From an optimization exercise on the open Yosys and OpenROAD flow, aimed at small area, a short achievable clock period and few clock cycles per item; shortcuts taken in it are not production practice. Function was checked by simulation only, so behaviour that the tests miss may differ from the original. Power and IR drop assume default switching activity.

### flow/run.sh
#!/bin/bash
# synth_recipe.tcl (not shown) runs the flow's synth.tcl, then flattens the netlist and writes it again
# the make line also repeats each setting of config.mk as NAME=value (left out here)
make -C /OpenROAD-flow-scripts/flow DESIGN_CONFIG=/design/flow/config.mk WORK_HOME=/design/flow/orfs CLKGATE_MAP_FILE= SYNTH_SCRIPT=/design/flow/synth_recipe.tcl finish
### flow/config.mk
export PLATFORM = sky130hd
export DESIGN_NAME = fraction_arithmetic_unit
export DESIGN_NICKNAME = fraction_arithmetic_unit
export VERILOG_FILES = /design/flow/design.v
export SDC_FILE = /design/flow/constraint.sdc
export NUM_CORES = 4
export LEC_CHECK = 0
export CAP_MARGIN = 20
export CORE_MARGIN = 2
export CORE_UTILIZATION = 40
export SLEW_MARGIN = 20
### flow/constraint.sdc
create_clock -name core_clock -period 12.0 [get_ports {clock}]
set_input_delay 2.4000 -clock core_clock [delete_from_list [all_inputs] [get_ports {clock}]]
set_output_delay 2.4000 -clock core_clock [all_outputs]
set_load 0.01 [all_outputs]
### flow/design.v
package fau_pkg;
   localparam int OPERAND_BITS_DEF = 16;
   localparam int NUM_W = 34;
   localparam int DEN_W = 31;
   localparam int TYPE_W = 2;
   localparam int RSP_FIELDS_W = NUM_W + DEN_W + 1;
   localparam int RSP_TDATA_W = ((RSP_FIELDS_W + 7) / 8) * 8;
   localparam logic [TYPE_W-1:0] OP_ADD = 2'd0;
   localparam logic [TYPE_W-1:0] OP_SUB = 2'd1;
   localparam logic [TYPE_W-1:0] OP_MUL = 2'd2;
   localparam logic [TYPE_W-1:0] OP_DIV = 2'd3;
endpackage
module fau_add #(
   parameter int W = 32,
   parameter int ARCH = 0
) (
   input  logic [W-1:0] a,
   input  logic [W-1:0] b,
   input  logic         cin,
   output logic [W-1:0] s,
   output logic         cout
);
   logic [W-1:0] g0, p0, gg, pp;
   always_comb begin
      g0 = a & b;
      p0 = a ^ b;
      gg = g0;
      pp = p0;
      gg[0] = g0[0] | (p0[0] & cin);
      if (ARCH == 0) begin
         for (int d = 1; d < W; d = d * 2) begin
            for (int i = 2 * d - 1; i < W; i = i + 2 * d) begin
               gg[i] = gg[i] | (pp[i] & gg[i - d]);
               pp[i] = pp[i] & pp[i - d];
            end
         end
         for (int d = 2 ** ($clog2(W) - 1); d >= 1; d = d / 2) begin
            for (int i = 3 * d - 1; i < W; i = i + 2 * d) begin
               gg[i] = gg[i] | (pp[i] & gg[i - d]);
               pp[i] = pp[i] & pp[i - d];
            end
         end
      end else if (ARCH == 1) begin
         for (int d = 1; d < W; d = d * 2) begin
            for (int i = 0; i < W; i = i + 1) begin
               if ((i / d) % 2 == 1) begin
                  gg[i] = gg[i] | (pp[i] & gg[(i / d) * d - 1]);
                  pp[i] = pp[i] & pp[(i / d) * d - 1];
               end
            end
         end
      end else begin
         for (int d = 1; d < W; d = d * 2) begin
            for (int i = W - 1; i >= d; i = i - 1) begin
               gg[i] = gg[i] | (pp[i] & gg[i - d]);
               pp[i] = pp[i] & pp[i - d];
            end
         end
      end
      s = p0 ^ {gg[W-2:0], cin};
      cout = gg[W-1];
   end
endmodule
module fau_mul (
   input  logic        clock,
   input  logic        reset,
   input  logic        req_tvalid,
   output logic        req_tready,
   input  logic [65:0] req_tdata,
   output logic        done,       
   input  logic        take,       
   output logic [32:0] n_out,      
   output logic [30:0] d_out       
);
   localparam logic [1:0] M_IDLE = 2'd0;
   localparam logic [1:0] M_RUN  = 2'd1;
   localparam logic [1:0] M_DONE = 2'd2;
   logic [65:0] in_q;
   logic        vq;
   logic [1:0]  mstate;
   logic [3:0]  cnt;
   logic        rdy_ff;
   logic        b1_q, b2_q, b3_q, e1_q, e2_q, e3_q, last_q;
   logic signed [18:0] hn;
   logic [15:0]        ln;
   logic signed [17:0] hd;
   logic [15:0]        ld;
   logic [1:0]  op;
   logic [15:0] an, ad, bn, bd;
   assign op = in_q[1:0];
   assign an = in_q[17:2];
   assign ad = in_q[33:18];
   assign bn = in_q[49:34];
   assign bd = in_q[65:50];
   logic [15:0] m1, m2, m3;
   logic        sub, sigma;
   logic [3:0]  nxt;
   logic        last_n, b1_n, b2_n, b3_n;
   always_comb begin
      m1 = (op == fau_pkg::OP_MUL) ? bn : bd;
      m2 = (op[1] == 1'b0) ? ad : 16'd0;
      m3 = (op == fau_pkg::OP_DIV) ? bn : bd;
      sub = (op == fau_pkg::OP_SUB);
      sigma = (ad[15] ^ m3[15]) && (ad != 16'd0) && (m3 != 16'd0);
      nxt = (mstate == M_RUN) ? cnt + 4'd1 : 4'd0;
      last_n = (mstate == M_RUN) && (cnt == 4'd14);
      b1_n = m1[nxt];
      b2_n = m2[nxt];
      b3_n = m3[nxt];
   end
   logic signed [18:0] a1, a2, hn_sum, hn_nxt, cs_s, cs_c;
   logic signed [17:0] a3, hd_sum, hd_nxt;
   always_comb begin
      a1 = b1_q ? (19'(signed'(an)) ^ {19{e1_q}}) : 19'sd0;
      a2 = b2_q ? (19'(signed'(bn)) ^ {19{e2_q}}) : 19'sd0;
      a3 = b3_q ? (18'(signed'(ad)) ^ {18{e3_q}}) : 18'sd0;
      cs_s = hn ^ a1 ^ a2;
      cs_c = {(hn[17:0] & a1[17:0]) | (hn[17:0] & a2[17:0]) | (a1[17:0] & a2[17:0]), e2_q};
   end
   fau_add #(.W(19), .ARCH(1)) u_addn (
      .a(cs_s), .b(cs_c), .cin(e1_q), .s(hn_sum), .cout()
   );
   fau_add #(.W(18), .ARCH(1)) u_addd (
      .a(hd), .b(a3), .cin(e3_q), .s(hd_sum), .cout()
   );
   always_comb begin
      hn_nxt = hn_sum >>> 1;
      hd_nxt = hd_sum >>> 1;
   end
   assign req_tready = rdy_ff;
   assign done = (mstate == M_DONE);
   assign n_out = {hn[16:0], ln};
   assign d_out = {hd[14:0], ld};
   always_ff @(posedge clock) begin
      in_q <= req_tdata;
      b1_q <= b1_n;
      b2_q <= b2_n;
      b3_q <= b3_n;
      e1_q <= b1_n && (last_n ^ sigma);
      e2_q <= b2_n && (last_n ^ sigma ^ sub);
      e3_q <= b3_n && (last_n ^ sigma);
      last_q <= last_n;
      if (reset) begin
         vq <= 1'b0;
         mstate <= M_IDLE;
         cnt <= 4'd0;
         rdy_ff <= 1'b0;
      end else begin
         vq <= req_tvalid && !rdy_ff;
         rdy_ff <= (mstate == M_RUN) && (cnt == 4'd13);
         unique case (mstate)
            M_IDLE: if (vq) mstate <= M_RUN;
            M_RUN: begin
               cnt <= cnt + 4'd1;
               if (last_q) mstate <= M_DONE;
            end
            M_DONE: if (take) mstate <= vq ? M_RUN : M_IDLE;
            default: mstate <= M_IDLE;
         endcase
      end
      if (mstate == M_IDLE || (mstate == M_DONE && take)) begin
         hn <= 19'sd0;
         hd <= 18'sd0;
      end else if (mstate == M_RUN) begin
         hn <= hn_nxt;
         ln <= {hn_sum[0], ln[15:1]};
         hd <= hd_nxt;
         ld <= {hd_sum[0], ld[15:1]};
      end
   end
endmodule
module fau_gcd (
   input  logic        clock,
   input  logic        reset,
   input  logic        avail,      
   output logic        take,       
   input  logic [32:0] n_in,       
   input  logic [30:0] d_in,       
   output logic        out_valid,  
   input  logic        out_take,   
   output logic [31:0] g_out,
   output logic [31:0] xn_out,
   output logic [31:0] xd_out,
   output logic        neg_out,
   output logic        nz_out,     
   output logic        dz_out,     
   output logic        g1_out      
);
   localparam logic [1:0] B_IDLE = 2'd0;
   localparam logic [1:0] B_GCD  = 2'd2;
   localparam logic [1:0] B_HOLD = 2'd3;
   logic [1:0]  bstate;
   logic [31:0] u, v;
   logic [31:0] xn, xd;
   logic        neg, nzf, dzf;
   logic        ue, ve;
   function automatic logic [3:0] ctz8(input logic [7:0] y);
      if (y[1]) ctz8 = 4'd1;
      else if (y[2]) ctz8 = 4'd2;
      else if (y[3]) ctz8 = 4'd3;
      else if (y[4]) ctz8 = 4'd4;
      else if (y[5]) ctz8 = 4'd5;
      else if (y[6]) ctz8 = 4'd6;
      else if (y[7]) ctz8 = 4'd7;
      else ctz8 = 4'd8;
   endfunction
   logic [31:0] du, dv, x, ush, vsh, un, vn, xnn, xdn;
   logic [32:0] sm, usrc, vsrc;
   logic        du_c;
   logic [3:0]  uamt, vamt;
   logic        use_sum;
   logic        eq, uz, vz, u_gt, v_gt, fin;
   logic [32:0] n_neg, n_abs;
   fau_add #(.W(33), .ARCH(1)) u_neg (.a(~n_in), .b(33'd0), .cin(1'b1), .s(n_neg), .cout());
   assign n_abs = n_in[32] ? n_neg : n_in;
   fau_add #(.W(32), .ARCH(1)) u_du (.a(u), .b(~v), .cin(1'b1), .s(du), .cout(du_c));
   fau_add #(.W(32), .ARCH(1)) u_dv (.a(v), .b(~u), .cin(1'b1), .s(dv), .cout());
   fau_add #(.W(32), .ARCH(1)) u_sm (.a(u), .b(v), .cin(1'b0), .s(sm[31:0]), .cout(sm[32]));
   always_comb begin
      x = u ^ v;
      use_sum = x[1];
      eq = (x == 32'd0);
      uz = nzf;
      vz = dzf;
      usrc = ue ? {1'b0, u} : (use_sum ? sm : {1'b0, du});
      vsrc = ve ? {1'b0, v} : (use_sum ? sm : {1'b0, dv});
      uamt = ue ? ctz8(u[7:0]) : (use_sum ? ctz8(~x[7:0]) : ctz8(x[7:0]));
      vamt = ve ? ctz8(v[7:0]) : (use_sum ? ctz8(~x[7:0]) : ctz8(x[7:0]));
      ush = 32'(usrc >> uamt);
      vsh = 32'(vsrc >> vamt);
      u_gt = du_c && !eq;
      v_gt = !du_c;
      fin = uz || vz || (!ue && !ve && eq);
      un = u;
      vn = v;
      xnn = xn;
      xdn = xd;
      if (ue && ve) begin
         un = u >> 1;
         vn = v >> 1;
         xnn = xn >> 1;
         xdn = xd >> 1;
      end else if (ue) begin
         un = ush;
      end else if (ve) begin
         vn = vsh;
      end else begin
         if (u_gt) un = ush;
         if (v_gt) vn = vsh;
      end
   end
   assign out_valid = (bstate == B_HOLD);
   assign take = avail && ((bstate == B_IDLE) || (out_valid && out_take));
   assign g_out = u;
   assign xn_out = xn;
   assign xd_out = xd;
   assign neg_out = neg;
   assign nz_out = uz;
   assign dz_out = vz;
   assign g1_out = (u == 32'd1);
   always_ff @(posedge clock) begin
      if (reset) begin
         bstate <= B_IDLE;
      end else begin
         if (take) begin
            bstate <= B_GCD;
         end else begin
            unique case (bstate)
               B_IDLE: ;
               B_GCD: if (fin) bstate <= B_HOLD;
               B_HOLD: if (out_take) bstate <= B_IDLE;
               default: bstate <= B_IDLE;
            endcase
         end
      end
      if (take) begin
         u <= n_abs[31:0];
         ue <= !n_abs[0];
         v <= {1'b0, d_in};
         ve <= !d_in[0];
         xn <= n_abs[31:0];
         xd <= {1'b0, d_in};
         neg <= n_in[32];
         nzf <= (n_in == 33'd0);
         dzf <= (d_in == 31'd0);
      end else if (bstate == B_GCD) begin
         u <= un;
         ue <= !un[0];
         v <= vn;
         ve <= !vn[0];
         xn <= xnn;
         xd <= xdn;
      end
   end
endmodule
module fau_div (
   input  logic        clock,
   input  logic        reset,
   input  logic        in_valid,
   output logic        in_take,
   input  logic [31:0] g_in,
   input  logic [31:0] xn_in,
   input  logic [31:0] xd_in,
   input  logic        neg_in,
   input  logic        nz_in,
   input  logic        dz_in,
   input  logic        g1_in,
   output logic        rsp_tvalid,
   input  logic        rsp_tready,
   output logic [33:0] res_num,
   output logic [30:0] res_den,
   output logic        zero_den
);
   localparam logic [1:0] C_IDLE = 2'd0;
   localparam logic [1:0] C_PREP = 2'd1;
   localparam logic [1:0] C_DIV  = 2'd2;
   localparam logic [1:0] C_OUT  = 2'd3;
   logic [1:0]  cstate;
   logic [3:0]  cnt;
   logic        prep;
   logic [1:0]  dn, dd;
   logic [2:0]  hn1, hd1;
   logic [31:0] g, g3, qn, qd;
   logic        neg, zd, g1;
   assign in_take = in_valid && (cstate == C_IDLE);
   assign rsp_tvalid = (cstate == C_OUT);
   assign res_num = {neg, neg, qn};
   assign res_den = qd[30:0];
   assign zero_den = zd;
   function automatic logic [1:0] digit(input logic [1:0] r, input logic g1b);
      digit = g1b ? {r[1] ^ r[0], r[0]} : r;
   endfunction
   function automatic logic [2:0] onehot(input logic [1:0] d);
      onehot = {d == 2'd3, d == 2'd2, d == 2'd1};
   endfunction
   logic [31:0] mn, md, subn, subd, min_d, qn_fix;
   fau_add #(.W(32), .ARCH(1)) u_subn (.a(qn), .b(~mn), .cin(1'b1), .s(subn), .cout());
   fau_add #(.W(32), .ARCH(1)) u_subd (.a(min_d), .b(~md), .cin(1'b1), .s(subd), .cout());
   always_comb begin
      unique case (dn)
         2'd0: mn = 32'd0;
         2'd1: mn = g;
         2'd2: mn = {g[30:0], 1'b0};
         default: mn = g3;
      endcase
      mn[31:16] = ({16{hn1[0]}} & g[31:16]) | ({16{hn1[1]}} & g[30:15]) | ({16{hn1[2]}} & g3[31:16]);
      unique case (dd)
         2'd0: md = 32'd0;
         2'd1: md = g;
         2'd2: md = {g[30:0], 1'b0};
         default: md = g3;
      endcase
      md[31:16] = ({16{hd1[0]}} & g[31:16]) | ({16{hd1[1]}} & g[30:15]) | ({16{hd1[2]}} & g3[31:16]);
      min_d = prep ? {g[29:0], 2'b00} : qd;
      qn_fix = neg ? subn : qn;
   end
   always_ff @(posedge clock) begin
      prep <= 1'b0;
      if (reset) begin
         cstate <= C_IDLE;
         cnt <= 4'd0;
      end else begin
         unique case (cstate)
            C_IDLE: if (in_valid) begin
               if (nz_in || dz_in || (g1_in && !neg_in)) cstate <= C_OUT;
               else begin
                  cstate <= C_PREP;
                  prep <= 1'b1;
               end
            end
            C_PREP: cstate <= g1 ? C_OUT : C_DIV;
            C_DIV: begin
               cnt <= (cnt == 4'd14) ? 4'd0 : cnt + 4'd1;
               if (cnt == 4'd14) cstate <= C_OUT;
            end
            C_OUT: if (rsp_tready) cstate <= C_IDLE;
            default: cstate <= C_IDLE;
         endcase
      end
      unique case (cstate)
         C_IDLE: begin
            dn <= 2'd1;
            dd <= 2'd1;
            hn1 <= 3'b001;
            hd1 <= 3'b001;
            g <= g_in;
            g1 <= g1_in;
            zd <= dz_in;
            neg <= neg_in && !nz_in;
            if (nz_in) begin
               qn <= 32'd0;
               qd <= dz_in ? 32'd0 : 32'd1;
            end else if (dz_in) begin
               qn <= neg_in ? 32'hffff_ffff : 32'd1;
               qd <= 32'd0;
            end else begin
               qn <= xn_in;
               qd <= xd_in;
            end
         end
         C_PREP: begin
            g3 <= subd;
            if (neg) qn <= g1 ? ~subn : subn;
            dn <= digit(qn_fix[1:0], g[1]);
            dd <= digit(qd[1:0], g[1]);
            hn1 <= onehot(digit(qn_fix[1:0], g[1]));
            hd1 <= onehot(digit(qd[1:0], g[1]));
         end
         C_DIV: begin
            dn <= digit(subn[3:2], g[1]);
            dd <= digit(subd[3:2], g[1]);
            hn1 <= onehot(digit(subn[3:2], g[1]));
            hd1 <= onehot(digit(subd[3:2], g[1]));
            if (cnt == 4'd14) begin
               qn <= {{2{neg}}, dn ^ {2{neg}}, subn[31:4]};
               qd <= {2'b00, dd, subd[31:4]};
            end else begin
               qn <= {dn ^ {2{neg}}, subn[31:2]};
               qd <= {dd, subd[31:2]};
            end
         end
         default: ;
      endcase
   end
endmodule
module fraction_arithmetic_unit #(
   parameter int OPERAND_BITS = fau_pkg::OPERAND_BITS_DEF
) (
   input  logic clock,
   input  logic reset,
   input  logic req_tvalid,
   output logic req_tready,
   input  logic [((fau_pkg::TYPE_W + 4 * OPERAND_BITS + 7) / 8) * 8 - 1:0] req_tdata,
   output logic rsp_tvalid,
   input  logic rsp_tready,
   output logic [fau_pkg::RSP_TDATA_W-1:0] rsp_tdata
);
   logic        m_done, m_take;
   logic [32:0] n_s;
   logic [30:0] d_m;
   logic        g_valid, g_take;
   logic [31:0] g, xn, xd;
   logic        neg, nz, dz, g1;
   logic [33:0] res_num;
   logic [30:0] res_den;
   logic        zero_den;
   fau_mul u_mul (
      .clock      (clock),
      .reset      (reset),
      .req_tvalid (req_tvalid),
      .req_tready (req_tready),
      .req_tdata  (req_tdata[65:0]),
      .done       (m_done),
      .take       (m_take),
      .n_out      (n_s),
      .d_out      (d_m)
   );
   fau_gcd u_gcd (
      .clock     (clock),
      .reset     (reset),
      .avail     (m_done),
      .take      (m_take),
      .n_in      (n_s),
      .d_in      (d_m),
      .out_valid (g_valid),
      .out_take  (g_take),
      .g_out     (g),
      .xn_out    (xn),
      .xd_out    (xd),
      .neg_out   (neg),
      .nz_out    (nz),
      .dz_out    (dz),
      .g1_out    (g1)
   );
   fau_div u_div (
      .clock      (clock),
      .reset      (reset),
      .in_valid   (g_valid),
      .in_take    (g_take),
      .g_in       (g),
      .xn_in      (xn),
      .xd_in      (xd),
      .neg_in     (neg),
      .nz_in      (nz),
      .dz_in      (dz),
      .g1_in      (g1),
      .rsp_tvalid (rsp_tvalid),
      .rsp_tready (rsp_tready),
      .res_num    (res_num),
      .res_den    (res_den),
      .zero_den   (zero_den)
   );
   assign rsp_tdata = {6'd0, zero_den, res_den, res_num};
endmodule
==> results of run 1 <==
## cells in the mapped netlist, types with 40 or more instances
| cell | n | area, sq um |
|---|---|---|
| nor2b_1 | 48 | 300.3 |
| xor2_1 | 100 | 875.8 |
| dfxtp_1 | 126 | 2522 |
| and2_1 | 40 | 250.2 |
| a22oi_1 | 44 | 330.3 |
| xnor2_1 | 119 | 1042 |
| edfxtp_1 | 304 | 9129 |
| o21ai_0 | 231 | 1156 |
| mux2i_1 | 84 | 840.8 |
| nand2_1 | 440 | 1652 |
| nor3_1 | 69 | 345.3 |
| ha_1 | 197 | 2465 |
| clkbuf_1 | 178 | 668.1 |
| buf_4 | 42 | 315.3 |
| a31oi_1 | 44 | 275.3 |
| nand3_1 | 78 | 390.4 |
| nor2_1 | 275 | 1032 |
| o211ai_1 | 55 | 412.9 |
| fa_1 | 55 | 1101 |
| mux2_2 | 78 | 878.3 |
| a21oi_1 | 269 | 1346 |
| inv_1 | 215 | 807.0 |
| a21o_1 | 62 | 465.5 |
| a211oi_1 | 69 | 518.0 |
## routing by layer
metal	GRT usage, %	routed length (microns)	vias to the layer above
met5	0	9	-
met2	41.82	54190	1357
met1	35.18	50160	14550
met4	9.464	4575	2
li1	-	-	14150
met3	4.273	9633	225
## placed cells by master, fill, tap and decap left out, types with 23 or more instances in the layout
cell             count
nor2b_1             46
a22o_1              24
o211ai_1            55
dfxtp_1            126
nor2_1             273
nand2_1            440
a21o_1              61
fa_1                55
mux2i_1             84
mux2_2              78
or3_1               23
o21ai_0            229
o31ai_1             30
ha_1               194
a211oi_1            69
o22ai_1             25
inv_1              213
and2_1              40
a22oi_1             44
edfxtp_1           304
a21oi_1            265
nor3_1              68
xnor2_1            119
o21a_1              34
nor4_1              32
xor2_1             100
nand3_1             77
a31oi_1             43
nand2b_1            29
clkbuf_16           50
a221oi_1            38
buf_4               58
a222oi_1            36
clkdlybuf4s50_1    137
## power breakdown
group / switching (mW) / leakage [nW] / internal (mW) / total (mW)
sequential: 0.214 / 4.00 / 1.82 / 2.03
clock: 0.631 / 0.731 / 0.810 / 1.44
combinational: 1.17 / 10.4 / 0.945 / 2.11
## final cells by class
type / count / share of cell area, %
clock buffer: 70 / 3.694
clock inverter: 17 / 0.2334
inverter: 221 / 2.186
multi-input combinational: 2955 / 54.70
sequential: 430 / 30.61
tap: 1144 / 3.760
timing repair buffer: 196 / 4.818
## cells by family after synthesis
kind of cell,share of synthesized area [%]
other cells,0.01090
mux,5.916
fa+ha+maj,10.37
buf+inv,5.927
compound gates,22.89
xor+xnor,5.756
flops,33.88
simple gates,15.25
## flip-flops by register name (all words and copies together), names as in the netlist, 2 cells and up
register      cells
u_div.dd          2
u_gcd.v          32
u_mul.hn         18
u_div.g3         32
u_gcd.xd         31
u_mul.ld         16
u_div.hd1         3
u_gcd.xn         32
u_div.hn1         3
u_mul.mstate      2
u_mul.hd         17
u_mul.cnt         4
u_div.qn         32
u_div.qd         32
u_div.cnt         4
u_gcd.u          32
u_div.dn          2
u_gcd.bstate      2
u_mul.in_q       66
u_div.cstate      2
u_mul.ln         16
u_div.g          32
## worst paths after layout
path / start / endpoint / slack [ps] / depth (start not counted)
hold / removal: u_mul.hd[15] / u_mul.hd[15] / 460 / 2
hold reg to reg: u_mul.hd[15] / u_mul.hd[15] / 460 / 2
setup reg to reg: u_gcd.u[26] / u_gcd.u[1] / 5910 / 14
setup / recovery: u_gcd.u[26] / u_gcd.u[1] / 5910 / 14
## metrics by stage
step	hold WS, ps	instances	setup slack (ps)	area [sq um]
2_1_floorplan	430.6	3879	4451	34410
3_5_place_dp	454.7	4945	6196	36540
5_1_grt	479.8	5033	5642	38070
6_report	460.5	5033	5911	38070
3_3_place_gp	450.0	4945	6127	36540
4_1_cts	463.4	5032	6157	38030
## critical path, delay by kind of cell (launching register included)
family,cells,cell delay [ps]
AO/OA/AOI/OAI,5,1440
AND/OR/NAND/NOR,6,2720
flip-flops,1,710
buffers and inverters,2,510
adder cells (fa/ha/maj),1,530
==> impl_metrics.yaml, run 1 <==
cts:
  cts-resized-gates: 0
  cts_buffers: 47
  postCtsHoldBufs: 0
  clk_latency_ps: 600
  numClockSinks: 430
  cts_setup_buffers: 0
  clk_path_buf_depth: 3
  tritoncts: "built"
  clock-root-buffer: "clkbuf_16"
  cts.clk_slew.worst_paths_ps: 60
  ctsHtreeMaxLevel: 2
floorplan:
  coreArea_sq_um: 85150
  die_h_microns: 297.2
  die_w_microns: 297.2
  die_area_sq_um: 88340
  rows: 107
  io_pins: 150
  initial_core_util_pct: 40.39
finish:
  seqCellArea_sq_um: 11650
  fill_cells: 8395
  drive_gt1_share_pct: 7.534
  antennaDiodeCount: 0
  syn2layout_area_growth_pct: 10.70
  multi_input_area_sq_um: 20830
  nets: 4179
  post-route-util_pct: 44.71
grt:
  grt_pass1_wl_microns: 178900
  grtUsageTotal_pct: 26.00
  gr-total-overflow: 0
  antenna_found_initial: 1
  grt_pass1_vias: 28470
  grt_start_max_net_pins: 65
detailed_routing:
  wl_microns: 118600
  via_per_inst: 6.017
  wire_per_inst_microns: 23.56
  drtAntennaViolNets: 0
  drc_errors: 0
  via_count: 30280
  drtPass1Iterations: 12
  drt-initial-drc-count: 3085
power_and_ir_drop:
  powerDensity_nw_per_um2: 146.7
  p_leak_nw: 15.12
  fin_total_pwr_mw: 5.583
  peakVddDrop_uv: 106.8
sta:
  rsz0062_at_grt: "no"
  period_needed_ps: 6089
  drv_slew: 0
  max_slew_margin_pct: 13.90
  setup_viol: 0
  hold_viol: 0
  fmax_mhz: 164.2
  worst_pin_slew_ps: 1287
  finalSetupTns_ps: 0
  fin_skew_ps: 17.89
  finalCritPeriodShare_pct: 50.74
synth:
  syn_inst: 3874
  synth.distinct_cells: 103
  synth-main-ff-cell: "edfxtp_1"
  yosysWarnings: 7
  avgSynthCellArea_sq_um: 8.877
  synth_seq_area_share_pct: 33.88
  syn_area_sq_um: 34390
  synth-edff-count: 304
  ys_ff_latch: 430
  async_flop_share_pct: 0
critical_path:
  cp_slowest_cell: "nor2_1"
  critPathRequiredTime_ps: 12430
  end_kind: "register"
  slowest_delay_ps: 1080
  cp_max_fo: 12
  cpMostUsedCell: "nor2_1"
  worstPathCellList: "inv_1 > ha_1 > nand3_1 > nor2_1 > nand4_1 > a211oi_1 > nor3_1 > o41ai_2 > buf_4 > nand2_1 > nor2_1 > a221o_1 > a21oi_1 > a22oi_1"
  start_kind: "register"
  crit_type: "register to register"
  crit_arrival_ps: 6520
status:
  status: "no timing/DRC/antenna violations"
placed_design:
  dp_hpwl_microns: 91490
  gp_congestion: 0.9583
  portBuffers: 137
flow_run:
  maxCapViolCount: 0
worst_hold_path:
  hp-class: "register to register"
Testbench counts, summed over its fixed seeds: cycles 25,160, items 1,280.
==> inputs of run 2 (changes only) <==
--- a/flow/design.v
+++ b/flow/design.v
@@ -210,5 +210,5 @@
    logic [3:0]  uamt, vamt;
    logic        use_sum;
-   logic        eq, uz, vz, u_gt, v_gt, fin;
+   logic        eq, uz, vz, u1, v1, u_gt, v_gt, fin;
    logic [32:0] n_neg, n_abs;
    fau_add #(.W(33), .ARCH(1)) u_neg (.a(~n_in), .b(33'd0), .cin(1'b1), .s(n_neg), .cout());
@@ -231,5 +231,7 @@
       u_gt = du_c && !eq;
       v_gt = !du_c;
-      fin = uz || vz || (!ue && !ve && eq);
+      u1 = (u == 32'd1);
+      v1 = (v == 32'd1);
+      fin = uz || vz || u1 || v1 || (!ue && !ve && eq);
       un = u;
       vn = v;
@@ -258,5 +260,5 @@
    assign nz_out = uz;
    assign dz_out = vz;
-   assign g1_out = (u == 32'd1);
+   assign g1_out = u1 || v1;
    always_ff @(posedge clock) begin
       if (reset) begin
@@ -384,5 +386,5 @@
             hn1 <= 3'b001;
             hd1 <= 3'b001;
-            g <= g_in;
+            g <= g1_in ? 32'd1 : g_in;
             g1 <= g1_in;
             zd <= dz_in;
--- a/flow/config.mk
+++ b/flow/config.mk
@@ -6,4 +6,5 @@
 export NUM_CORES = 4
 export LEC_CHECK = 0
+export ABC_AREA = 1
 export CAP_MARGIN = 20
 export CORE_MARGIN = 2
==> run 2 against run 1 <==
Effect of this change:
- non-clock buffer count down 16
- utilization shrank 0.22 points
- critical path depth is 15 higher
- routed wire length up 0.70%
- sequential share of layout area increased by 0.10 points
- still clean
- largest power group unchanged
==> impl_metrics.yaml, run 2 <==
placed_design:
  placed_cell_area_sq_um: 36400
  dp_hpwl_microns: 91600
  dp.cells: 5864
  portBuffers: 137
  gp_congestion: 0.9855
flow_run:
  maxCapViolCount: 0
grt:
  antenna_found_initial: 1
  gr-total-overflow: 0
  grt_pass1_wl_microns: 182800
  grtUsageTotal_pct: 26.37
  grt_pass1_vias: 30500
  grt_start_max_net_pins: 64
finish:
  final_cells: 5947
  antennaDiodeCount: 0
  final_common_cell: "nand2_1"
  post-route-util_pct: 44.49
  top_register: "u_mul.in_q"
  layout_common_cells: "nand2_1 (1289), nand3_1 (620), inv_1 (505)"
  largest_register_ffs: 66
  nets: 5095
  postLayoutCellArea_sq_um: 37950
  drive_gt1_share_pct: 4.643
  syn2layout_area_growth_pct: 10.06
  fill_cells: 8853
synth:
  synth-main-ff-cell: "edfxtp_1"
  yosys-top-cells-area: "edfxtp_1 (26%), nand2_1 (14%), nand3_1 (9.0%), dfxtp_1 (7.3%), ha_1 (7.1%)"
  syn_inst: 4782
  yosys.area.top_type: "edfxtp_1"
  synthTopCellsByCount: "nand2_1 (1290), nand3_1 (620), inv_1 (505)"
  synth_seq_area_share_pct: 33.79
  avgSynthCellArea_sq_um: 7.210
  yosys.area.top_type_share_pct: 26.48
  yosys.cell_count.top_type: "nand2_1"
  synth-edff-count: 304
  syn_area_sq_um: 34480
  ys_ff_latch: 430
  synth.distinct_cells: 68
  yosysWarnings: 7
  async_flop_share_pct: 0
sta:
  period_needed_ps: 5416
  fmax_mhz: 184.7
  finalCritPeriodShare_pct: 45.13
  hold_viol: 0
  worst_pin_slew_ps: 1141
  rsz0062_at_grt: "no"
  setup_viol: 0
  drv_slew: 0
  fin_skew_ps: 18.90
  finalSetupTns_ps: 0
  max_slew_margin_pct: 23.36
cts:
  tritoncts: "built"
  postCtsHoldBufs: 0
  clk_latency_ps: 590
  cts_setup_buffers: 0
  numClockSinks: 430
  clock-root-buffer: "clkbuf_16"
  cts.clk_slew.worst_paths_ps: 60
  ctsHtreeMaxLevel: 2
  clk_path_buf_depth: 3
  cts-resized-gates: 0
  cts_buffers: 45
critical_path:
  critical_path_buf_inv_count: 5
  r2r_start: "u_gcd.u[1]"
  cp.depth: 29
  start_kind: "register"
  cp-startpoint: "u_gcd.u[1]"
  r2r-end: "u_gcd.v[2]"
  crit_path_end: "u_gcd.v[2]"
  slowest_delay_ps: 550
  reg2reg_setup_slack_ps: 6580
  crit_type: "register to register"
  cpMostUsedCell: "nand2_1"
  reg2reg_depth: 29
  cp_slowest_cell: "edfxtp_1"
  cp_max_fo: 51
  end_kind: "register"
  crit_arrival_ps: 5750
  critPathRequiredTime_ps: 12340
  crit_family: "simple AND/OR/NAND/NOR gates"
status:
  status: "no timing/DRC/antenna violations"
detailed_routing:
  via_count: 32900
  drc_errors: 0
  drtAntennaViolNets: 0
  wl_microns: 119400
  drt-initial-drc-count: 3300
  via_per_inst: 5.532
  drtPass1Iterations: 8
  wire_per_inst_microns: 20.08
worst_hold_path:
  hp-class: "register to register"
floorplan:
  die_w_microns: 297.6
  coreArea_sq_um: 85280
  die_h_microns: 297.6
  die_area_sq_um: 88560
  rows: 107
  initial_core_util_pct: 40.43
  io_pins: 150
power_and_ir_drop:
  p_leak_nw: 17.34
  peakVddDrop_uv: 159.1
  powerDensity_nw_per_um2: 198.9
-- run 2: cell types whose count changed after synthesis, sizes merged, moves of 42 or more --
cell	before	now
mux2i	84	3
o21ai	239	344
xnor2	119	33
a21o	62	12
nand2	442	1311
nand3	79	626
a31oi	44	2
inv	218	522
clkbuf	178	132
a21oi	271	365
nor2b	49	0
mux2	78	0
xor2	101	53
a211oi	70	5
-- run 2: per-stage QoR --
| stage | total power, mW | hold WS [ps] | setup WS (ps) |
|---|---|---|---|
| after floorplan | 4.907 | 426.4 | 6535 |
| after global placement | 5.945 | 432.2 | 6478 |
| after detailed placement | 5.981 | 436.3 | 6546 |
| after CTS | 7.496 | 449.2 | 6537 |
| after global routing | 8.111 | 464.3 | 6093 |
| final | 7.547 | 451.4 | 6584 |
-- run 2: how the worst min path moves through the flow --
stage	depth (start not counted)	start	slack [ps]	endpoint
2_1_floorplan	0	u_mul.ln[1]	430	u_mul.ln[0]
6_report	0	u_mul.ln[2]	450	u_mul.ln[1]
5_1_grt	0	u_mul.ln[1]	460	u_mul.ln[0]
4_1_cts	0	u_mul.ln[2]	450	u_mul.ln[1]
3_5_place_dp	0	u_mul.ln[2]	440	u_mul.ln[1]
3_3_place_gp	0	u_mul.ln[1]	430	u_mul.ln[0]
-- run 2: area by class of cell --
cell class / instances / area [sq um] / area share (%)
tap: 1144 / 1431 / 3.772
sequential: 430 / 11650 / 30.71
multi-input combinational: 3580 / 19630 / 51.73
clock inverter: 28 / 304.0 / 0.8013
inverter: 530 / 1999 / 5.269
clock buffer: 55 / 1236 / 3.258
timing repair buffer: 180 / 1694 / 4.465
-- run 2: worst reg2reg max path, delay by kind of cell, from the launching register on --
kind | cells | cell delay [ps]
simple gates | 17 | 2010
flops | 1 | 550
mux | 1 | 150
xor+xnor | 1 | 160
buf+inv | 5 | 1200
compound gates | 3 | 360
fa+ha+maj | 2 | 730
-- run 2: cell families after synthesis --
family	share of synthesized area, %
muxes	0.08710
AOI/OAI and AO/OA	15.08
adders and majority gates	10.34
xor gates and xnor gates	2.185
buffers and inverters	9.486
DFF	33.79
other	0.01088
and+or+nand+nor	29.02
-- run 2: power by group --
group          switching, mW  leakage [nW]  internal (mW)
logic                   2.44          12.6           1.31
clock network          0.636         0.749          0.864
registers              0.311          4.03           1.99
total                   3.38          17.3           4.16
-- run 2: routing by layer --
layer | share of wire [%] | global-route usage (%) | vias up
met5 | 0 | 0 | -
met4 | 3.5 | 8.754 | 0
met3 | 6.8 | 2.863 | 185
met2 | 46 | 43.52 | 1301
met1 | 43 | 35.96 | 15390
li1 | - | - | 16030
Testbench counts of run 2, summed over its fixed seeds: cycles 24,412, items 1,280.
==> inputs of run 3 (changes only) <==
--- a/flow/design.v
+++ b/flow/design.v
@@ -210,11 +210,11 @@
    logic [3:0]  uamt, vamt;
    logic        use_sum;
-   logic        eq, uz, vz, u1, v1, u_gt, v_gt, fin;
+   logic        eq, uz, vz, u_gt, v_gt, fin;
    logic [32:0] n_neg, n_abs;
    fau_add #(.W(33), .ARCH(1)) u_neg (.a(~n_in), .b(33'd0), .cin(1'b1), .s(n_neg), .cout());
    assign n_abs = n_in[32] ? n_neg : n_in;
-   fau_add #(.W(32), .ARCH(1)) u_du (.a(u), .b(~v), .cin(1'b1), .s(du), .cout(du_c));
-   fau_add #(.W(32), .ARCH(1)) u_dv (.a(v), .b(~u), .cin(1'b1), .s(dv), .cout());
-   fau_add #(.W(32), .ARCH(1)) u_sm (.a(u), .b(v), .cin(1'b0), .s(sm[31:0]), .cout(sm[32]));
+   fau_add #(.W(32), .ARCH(2)) u_du (.a(u), .b(~v), .cin(1'b1), .s(du), .cout(du_c));
+   fau_add #(.W(32), .ARCH(2)) u_dv (.a(v), .b(~u), .cin(1'b1), .s(dv), .cout());
+   fau_add #(.W(32), .ARCH(2)) u_sm (.a(u), .b(v), .cin(1'b0), .s(sm[31:0]), .cout(sm[32]));
    always_comb begin
       x = u ^ v;
@@ -231,7 +231,5 @@
       u_gt = du_c && !eq;
       v_gt = !du_c;
-      u1 = (u == 32'd1);
-      v1 = (v == 32'd1);
-      fin = uz || vz || u1 || v1 || (!ue && !ve && eq);
+      fin = uz || vz || (!ue && !ve && eq);
       un = u;
       vn = v;
@@ -260,5 +258,5 @@
    assign nz_out = uz;
    assign dz_out = vz;
-   assign g1_out = u1 || v1;
+   assign g1_out = (u == 32'd1);
    always_ff @(posedge clock) begin
       if (reset) begin
@@ -386,5 +384,5 @@
             hn1 <= 3'b001;
             hd1 <= 3'b001;
-            g <= g1_in ? 32'd1 : g_in;
+            g <= g_in;
             g1 <= g1_in;
             zd <= dz_in;
--- a/flow/config.mk
+++ b/flow/config.mk
@@ -6,5 +6,4 @@
 export NUM_CORES = 4
 export LEC_CHECK = 0
-export ABC_AREA = 1
 export CAP_MARGIN = 20
 export CORE_MARGIN = 2
==> run 3 against run 2 <==
Effect of this change:
- still clean
- area after synthesis grew 2.0%
- design area grew 2.2%
- synthesized cell count shrank 15%
- non-clock buffer count grew 23
- critical endpoint is now u_div.qd[25]
==> impl_metrics.yaml, run 3 <==
synth:
  yosys-top-cells-area: "edfxtp_1 (26%), dfxtp_1 (7.2%), ha_1 (7.0%), nand2_1 (4.6%), a21oi_1 (4.4%)"
  synth.distinct_cells: 97
  yosys.cell_count.top_type: "nand2_1"
  syn_inst: 4043
  syn_area_sq_um: 35180
  synth-edff-count: 304
  avgSynthCellArea_sq_um: 8.701
  synthTopCellsByCount: "nand2_1 (433), nor2_1 (320), a21oi_1 (309)"
  async_flop_share_pct: 0
  synth-main-ff-cell: "edfxtp_1"
  yosys.area.top_type: "edfxtp_1"
  ys_ff_latch: 430
  yosys.area.top_type_share_pct: 25.95
  synth_seq_area_share_pct: 33.12
  yosysWarnings: 8
cts:
  cts_buffers: 44
  tritoncts: "built"
  numClockSinks: 430
  postCtsHoldBufs: 0
  cts.clk_slew.worst_paths_ps: 60
  clock-root-buffer: "clkbuf_16"
  clk_latency_ps: 560
  clk_path_buf_depth: 3
  ctsHtreeMaxLevel: 2
  cts-resized-gates: 0
  cts_setup_buffers: 0
sta:
  period_needed_ps: 6011
  fin_ws_ps: 5989
  fmax_mhz: 166.4
  setup_viol: 0
  fin_skew_ps: 15.68
  rsz0062_at_grt: "no"
  finalSetupTns_ps: 0
  worst_pin_slew_ps: 1150
  max_slew_margin_pct: 22.37
  finalCritPeriodShare_pct: 50.09
  hold_viol: 0
  drv_slew: 0
finish:
  final_common_cell: "nand2_1"
  antennaDiodeCount: 0
  multi_input_area_sq_um: 21570
  seqCellArea_sq_um: 11650
  top_register: "u_mul.in_q"
  layout_common_cells: "nand2_1 (432), nor2_1 (315), a21oi_1 (308)"
  post-route-util_pct: 44.58
  syn2layout_area_growth_pct: 10.27
  nets: 4337
  drive_gt1_share_pct: 7.599
  largest_register_ffs: 66
  fill_cells: 8595
power_and_ir_drop:
  fin_total_pwr_mw: 5.761
  peakVddDrop_uv: 141.1
  p_leak_nw: 15.22
  powerDensity_nw_per_um2: 148.5
placed_design:
  portBuffers: 137
  dp_hpwl_microns: 96950
  gp_congestion: 1.020
  dp_slack_ps: 6058
floorplan:
  initial_core_util_pct: 40.43
  die_w_microns: 300.6
  die_area_sq_um: 90340
  io_pins: 150
  die_h_microns: 300.6
  coreArea_sq_um: 87020
  rows: 108
critical_path:
  crit_arrival_ps: 6300
  start_kind: "register"
  cp_max_fo: 17
  end_kind: "register"
  critPathRequiredTime_ps: 12290
  crit_type: "register to register"
worst_hold_path:
  hp-class: "register to register"
detailed_routing:
  via_per_inst: 6.173
  drt-initial-drc-count: 4157
  drc_errors: 0
  wl_microns: 126600
  wire_per_inst_microns: 24.30
  via_count: 32150
  drtAntennaViolNets: 0
  drtPass1Iterations: 9
flow_run:
  maxCapViolCount: 0
grt:
  grt_start_max_net_pins: 77
  grtUsageTotal_pct: 27.06
  grt_pass1_wl_microns: 189100
  gr-total-overflow: 0
  grt_pass1_vias: 29660
  antenna_found_initial: 1
status:
  status: "no timing/DRC/antenna violations"
==> run 3: cell types whose count changed in the layout (fill, tap and decap cells not counted), sizes merged, moves of 45 or more <==
cell	delta
o21ai	-90
nor2	+53
nor2b	+64
o21a	+45
nor3	+49
nand2	-878
mux2i	+95
inv	-301
a21oi	-56
xnor2	+90
mux2	+92
a211oi	+56
nand3	-563
==> run 3: final timing paths <==
path	start	end	slack (ps)	depth (start not counted)
max reg2reg	u_div.prep	u_div.qd[25]	5990	16
min	u_mul.rdy_ff	u_mul.vq	430	1
max	u_div.prep	u_div.qd[25]	5990	16
min reg2reg	u_mul.rdy_ff	u_mul.vq	430	1
==> run 3: final cells by class <==
type	count	share of cell area (%)
clock inverter	22	0.4322
multi-input combinational	3117	55.59
inverter	224	2.174
tap	1155	3.725
clock buffer	57	3.212
sequential	430	30.03
timing repair buffer	203	4.831
==> run 3: logic make-up (layout without fill, tap and decap cells) <==
| family | after synthesis | count (layout) | share of synthesized area, % |
|---|---|---|---|
| muxes | 203 | 203 | 6.565 |
| adders and majority gates | 241 | 241 | 9.489 |
| DFF | 430 | 430 | 33.12 |
| xor gates and xnor gates | 220 | 220 | 5.477 |
| buffers and inverters | 501 | 506 | 5.826 |
| AOI/OAI and AO/OA | 1217 | 1217 | 23.12 |
| other | 1 | 6 | 0.01066 |
| and+or+nand+nor | 1230 | 1230 | 16.39 |
==> run 3: per-layer routing <==
| metal | track usage (%) | share of wire (%) |
|---|---|---|
| met5 | 0 | 0 |
| met4 | 10.02 | 4.4 |
| met3 | 4.199 | 9.3 |
| met2 | 42.29 | 44 |
| met1 | 37.75 | 42 |
==> run 3: critical path, cell delays in order, from the launching register on <==
cell       delay, ps
dfxtp_1          930
buf_4            430
nand2b_1         160
ha_1             140
inv_1             50
fa_1             470
a211oi_1         340
o211ai_1         210
a2111oi_0        760
o41ai_1          330
a41o_1           430
a2111oi_0        450
nor3_1           190
a21oi_1          250
xnor2_1          150
a222oi_1         380
inv_1             60
==> run 3: per-stage QoR <==
stage               cells  hold WS [ps]  cell area, sq um
detailed placement   5128         431.1             37360
finish               5208         434.0             38790
CTS                  5207         440.4             38770
global route         5208         452.9             38790
global placement     5128         410.7             37360
floorplan            4048         416.3             35200
==> run 3: power by group <==
group | switching (mW) | internal, mW
sequential | 0.192 | 1.83
clock | 0.611 | 0.777
combinational | 1.34 | 1.01
Testbench counts of run 3, summed over its fixed seeds: cycles 25,160, items 1,280.
==> inputs of run 4 (changes only) <==
--- a/flow/design.v
+++ b/flow/design.v
@@ -210,11 +210,11 @@
    logic [3:0]  uamt, vamt;
    logic        use_sum;
-   logic        eq, uz, vz, u_gt, v_gt, fin;
+   logic        eq, uz, vz, u1, v1, u_gt, v_gt, fin;
    logic [32:0] n_neg, n_abs;
    fau_add #(.W(33), .ARCH(1)) u_neg (.a(~n_in), .b(33'd0), .cin(1'b1), .s(n_neg), .cout());
    assign n_abs = n_in[32] ? n_neg : n_in;
-   fau_add #(.W(32), .ARCH(2)) u_du (.a(u), .b(~v), .cin(1'b1), .s(du), .cout(du_c));
-   fau_add #(.W(32), .ARCH(2)) u_dv (.a(v), .b(~u), .cin(1'b1), .s(dv), .cout());
-   fau_add #(.W(32), .ARCH(2)) u_sm (.a(u), .b(v), .cin(1'b0), .s(sm[31:0]), .cout(sm[32]));
+   fau_add #(.W(32), .ARCH(1)) u_du (.a(u), .b(~v), .cin(1'b1), .s(du), .cout(du_c));
+   fau_add #(.W(32), .ARCH(1)) u_dv (.a(v), .b(~u), .cin(1'b1), .s(dv), .cout());
+   fau_add #(.W(32), .ARCH(1)) u_sm (.a(u), .b(v), .cin(1'b0), .s(sm[31:0]), .cout(sm[32]));
    always_comb begin
       x = u ^ v;
@@ -231,5 +231,7 @@
       u_gt = du_c && !eq;
       v_gt = !du_c;
-      fin = uz || vz || (!ue && !ve && eq);
+      u1 = (u == 32'd1);
+      v1 = (v == 32'd1);
+      fin = uz || vz || u1 || v1 || (!ue && !ve && eq);
       un = u;
       vn = v;
@@ -258,5 +260,5 @@
    assign nz_out = uz;
    assign dz_out = vz;
-   assign g1_out = (u == 32'd1);
+   assign g1_out = u1 || v1;
    always_ff @(posedge clock) begin
       if (reset) begin
@@ -320,8 +322,9 @@
    logic        prep;
    logic [1:0]  dn, dd;
-   logic [2:0]  hn1, hd1;
    logic [31:0] g, g3, qn, qd;
    logic        neg, zd, g1;
-   assign in_take = in_valid && (cstate == C_IDLE);
+   logic        free;
+   assign free = (cstate == C_IDLE) || (cstate == C_OUT && rsp_tready);
+   assign in_take = in_valid && free;
    assign rsp_tvalid = (cstate == C_OUT);
    assign res_num = {neg, neg, qn};
@@ -331,7 +334,4 @@
       digit = g1b ? {r[1] ^ r[0], r[0]} : r;
    endfunction
-   function automatic logic [2:0] onehot(input logic [1:0] d);
-      onehot = {d == 2'd3, d == 2'd2, d == 2'd1};
-   endfunction
    logic [31:0] mn, md, subn, subd, min_d, qn_fix;
    fau_add #(.W(32), .ARCH(1)) u_subn (.a(qn), .b(~mn), .cin(1'b1), .s(subn), .cout());
@@ -344,5 +344,4 @@
          default: mn = g3;
       endcase
-      mn[31:16] = ({16{hn1[0]}} & g[31:16]) | ({16{hn1[1]}} & g[30:15]) | ({16{hn1[2]}} & g3[31:16]);
       unique case (dd)
          2'd0: md = 32'd0;
@@ -351,5 +350,4 @@
          default: md = g3;
       endcase
-      md[31:16] = ({16{hd1[0]}} & g[31:16]) | ({16{hd1[1]}} & g[30:15]) | ({16{hd1[2]}} & g3[31:16]);
       min_d = prep ? {g[29:0], 2'b00} : qd;
       qn_fix = neg ? subn : qn;
@@ -362,11 +360,5 @@
       end else begin
          unique case (cstate)
-            C_IDLE: if (in_valid) begin
-               if (nz_in || dz_in || (g1_in && !neg_in)) cstate <= C_OUT;
-               else begin
-                  cstate <= C_PREP;
-                  prep <= 1'b1;
-               end
-            end
+            C_IDLE: ;
             C_PREP: cstate <= g1 ? C_OUT : C_DIV;
             C_DIV: begin
@@ -377,12 +369,16 @@
             default: cstate <= C_IDLE;
          endcase
+         if (in_take) begin
+            if (nz_in || dz_in || (g1_in && !neg_in)) cstate <= C_OUT;
+            else begin
+               cstate <= C_PREP;
+               prep <= 1'b1;
+            end
+         end
       end
-      unique case (cstate)
-         C_IDLE: begin
+      if (in_take) begin
             dn <= 2'd1;
             dd <= 2'd1;
-            hn1 <= 3'b001;
-            hd1 <= 3'b001;
-            g <= g_in;
+            g <= g1_in ? 32'd1 : g_in;
             g1 <= g1_in;
             zd <= dz_in;
@@ -398,5 +394,6 @@
                qd <= xd_in;
             end
-         end
+      end else begin
+      unique case (cstate)
          C_PREP: begin
             g3 <= subd;
@@ -404,12 +401,8 @@
             dn <= digit(qn_fix[1:0], g[1]);
             dd <= digit(qd[1:0], g[1]);
-            hn1 <= onehot(digit(qn_fix[1:0], g[1]));
-            hd1 <= onehot(digit(qd[1:0], g[1]));
          end
          C_DIV: begin
             dn <= digit(subn[3:2], g[1]);
             dd <= digit(subd[3:2], g[1]);
-            hn1 <= onehot(digit(subn[3:2], g[1]));
-            hd1 <= onehot(digit(subd[3:2], g[1]));
             if (cnt == 4'd14) begin
                qn <= {{2{neg}}, dn ^ {2{neg}}, subn[31:4]};
@@ -422,4 +415,5 @@
          default: ;
       endcase
+      end
    end
 endmodule
--- a/flow/config.mk
+++ b/flow/config.mk
@@ -6,4 +6,5 @@
 export NUM_CORES = 4
 export LEC_CHECK = 0
+export ABC_AREA = 1
 export CAP_MARGIN = 20
 export CORE_MARGIN = 2
==> run 4 against run 3 <==
Effect of this change:
- clock-buffer cell count rose by 7
- sequential power increased by 15%
- sequential share of layout area grew 0.081 points
- global-route usage down 0.82 points
- clock skew up 6.2 ps
- non-clock buffer count shrank 25
- die area fell by 2.1%
- synthesized cell count is 19% higher
- largest cell class unchanged
==> impl_metrics.yaml, run 4 <==
grt:
  gr-total-overflow: 0
  grt_start_max_net_pins: 85
  grtUsageTotal_pct: 26.24
  grt_pass1_wl_microns: 181400
  antenna_found_initial: 0
  grt_pass1_vias: 30120
power_and_ir_drop:
  internal_power_mw: 4.584
  powerDensity_nw_per_um2: 221.7
  power.net_switching_mw: 3.831
  peakVddDrop_uv: 152.9
  combPwrFrac_pct: 55.1
  swShare_pct: 45.53
  p_seq_share_pct: 27.6
  p_leak_nw: 17.24
  clkPwrFrac_pct: 17.4
synth:
  avgSynthCellArea_sq_um: 7.178
  yosysWarnings: 7
  synth.mux.area_fraction_pct: 0
  synth-compound-area-share_pct: 15.46
  synth_top_family_by_area: "simple AND/OR/NAND/NOR gates"
  async_flop_share_pct: 0
  synth-main-ff-cell: "edfxtp_1"
  synth_xor_area_share_pct: 2.138
  yosys.area.top_type_share_pct: 25.65
  yosys.area.top_type: "edfxtp_1"
  synth.distinct_cells: 73
  synth-edff-count: 294
  synth_seq_area_share_pct: 33.21
  synthTopCellsByCount: "nand2_1 (1228), nand3_1 (609), inv_1 (532)"
  synth_adder_area_share_pct: 10.40
  yosys.cell_count.top_type: "nand2_1"
  yosys-top-cells-area: "edfxtp_1 (26%), nand2_1 (13%), nand3_1 (8.9%), dfxtp_1 (7.6%), ha_1 (7.2%)"
  ys_ff_latch: 424
  syn_inst: 4795
  synth_simple_gate_area_share_pct: 29.15
  syn_area_sq_um: 34420
finish:
  layout_common_cells: "nand2_1 (1227), nand3_1 (609), inv_1 (532)"
  nets: 5117
  largest_register_ffs: 66
  fill_cells: 8762
  syn2layout_area_growth_pct: 10.29
  drive_gt1_share_pct: 5.162
  top_register: "u_mul.in_q"
  final_common_cell: "nand2_1"
sta:
  setup_viol: 0
  fin_skew_ps: 21.87
  worst_pin_slew_ps: 1037
  hold_viol: 0
  rsz0062_at_grt: "no"
  max_slew_margin_pct: 30.76
  finalSetupTns_ps: 0
  whs_ps: 427.9
  finalCritPeriodShare_pct: 47.24
  drv_slew: 0
  fmax_mhz: 176.4
  period_needed_ps: 5668
cts:
  ctsHtreeMaxLevel: 2
  postCtsHoldBufs: 0
  clk_path_buf_depth: 3
  clock-root-buffer: "clkbuf_16"
  cts_setup_buffers: 0
  tritoncts: "built"
  cts.clk_slew.worst_paths_ps: 70
  cts_buffers: 46
  cts-resized-gates: 0
  clk_latency_ps: 600
  numClockSinks: 424
critical_path:
  crit_arrival_ps: 6020
  cp_max_fo: 18
  critPathRequiredTime_ps: 12350
  start_kind: "register"
  end_kind: "register"
  crit_type: "register to register"
  reg2reg_setup_slack_ps: 6330
placed_design:
  dp_hpwl_microns: 92160
  gp_congestion: 0.9799
  portBuffers: 137
floorplan:
  die_w_microns: 297.3
  initial_core_util_pct: 40.36
  io_pins: 150
  coreArea_sq_um: 85280
  die_area_sq_um: 88410
  die_h_microns: 297.3
  rows: 107
detailed_routing:
  m1WireLength_microns: 51210
  wire_per_inst_microns: 19.99
  drtPass1Iterations: 6
  wl_microns: 119300
  drt-initial-drc-count: 3582
  wl_met3_microns: 9023
  drc_errors: 0
  via_count: 32970
  top_layer: "met5"
  via_per_inst: 5.524
  dr_wl_met2_microns: 54170
  drtAntennaViolNets: 0
flow_run:
  maxCapViolCount: 0
status:
  status: "no timing/DRC/antenna violations"
worst_hold_path:
  hp-class: "register to register"
-- run 4: area by class of cell --
| type | instances | area (sq um) | area share [%] |
|---|---|---|---|
| clock buffer | 64 | 1321 | 3.481 |
| tap | 1144 | 1431 | 3.771 |
| inverter | 565 | 2128 | 5.607 |
| sequential | 424 | 11430 | 30.11 |
| timing repair buffer | 178 | 1699 | 4.476 |
| multi-input combinational | 3573 | 19740 | 52.01 |
| clock inverter | 20 | 203.9 | 0.5373 |
| antenna | 1 | 2.502 | 0.006592 |
-- run 4: path summary, 6_finish.rpt --
path,startpoint,to,cells after the start
worst max-delay path,u_div.dn[1],u_div.qn[16],18
worst min-delay path,u_mul.rdy_ff,u_mul.vq,1
worst max register to register,u_div.dn[1],u_div.qn[16],18
worst min register to register,u_mul.rdy_ff,u_mul.vq,1
-- run 4: routing by layer --
layer  up-vias  global-route usage, %
li1      16100                      -
met1     15290                  35.55
met2      1387                  42.29
met3       203                  3.725
met4         2                  10.03
met5         -                 0.8117
-- run 4: critical path, stage by stage (launching register included) --
cell and delay (ps):
dfxtp_1 510, nand2_1 670, clkinv_1 770, nand2_1 210, o221ai_1 180, fa_1 490
o21a_1 250, o21ai_1 200, nand3_1 120, nand2_1 170, a21oi_1 140, o21ai_2 550
fa_1 540, inv_1 120, a21oi_1 70, o21ai_0 110, nand2_1 70, o21ai_0 180
inv_1 50
-- run 4: power groups by stage --
stage	registers (mW)	clock network [mW]	logic [mW]
global route	2.34	1.55	5.21
global placement	2.34	0	4.47
CTS	2.31	1.49	4.56
finish	2.32	1.46	4.63
floorplan	2.24	0	3.37
detailed placement	2.34	0	4.53
-- run 4: cell families after synthesis --
group / after synthesis
buf+inv: 803
simple gates: 2295
other cells: 1
xor+xnor: 84
flops: 424
compound gates: 935
fa+ha+maj: 253
-- run 4: metrics by stage --
stage,utilization (%),std cells,cell area (sq um),setup slack [ps],power [mW]
3_5_place_dp,42.72,5884,36430,6301,6.874
5_1_grt,44.51,5968,37960,5980,9.100
3_3_place_gp,42.68,5883,36400,6356,6.809
6_report,44.51,5969,37960,6332,8.415
2_1_floorplan,-,4800,34440,5321,5.613
4_1_cts,44.50,5968,37950,6414,8.356
Testbench counts of run 4, summed over its fixed seeds: cycles 24,237, items 1,280.

[separate check: timing with driven ports]
The flow's constraints put no driver on any port. The routed layouts listed below were extracted and timed again, unchanged, in two steps. Step 1: set_driving_cell puts a clkbuf_16 on clock and a buf_2 on each other input, an assumption about the parent block. Step 2, shift: input delay + t, output delay - t, t = (earliest + latest rising clock arrival at the registers) / 2. This alone moves slack from input paths to output paths. Three values: ideal, step 1, step 2; two values: the first two.
run | t (ns) | setup WS [ns] | worst slew at a driven data input, ns
run 1 | 0.645 | 5.911 / 5.911 / 5.911 | 0.04
run 2 | 0.645 | 6.584 / 6.584 / 6.584 | 0.04
run 3 | 0.607 | 5.989 / 5.989 / 5.989 | 0.04
run 4 | 0.654 | 6.332 / 6.332 / 6.231 | 0.06
After both steps every run listed still meets setup and hold. The setup slack of run 4, which loses most, moves by 0.000 ns with the drivers and by -0.101 ns with both steps.
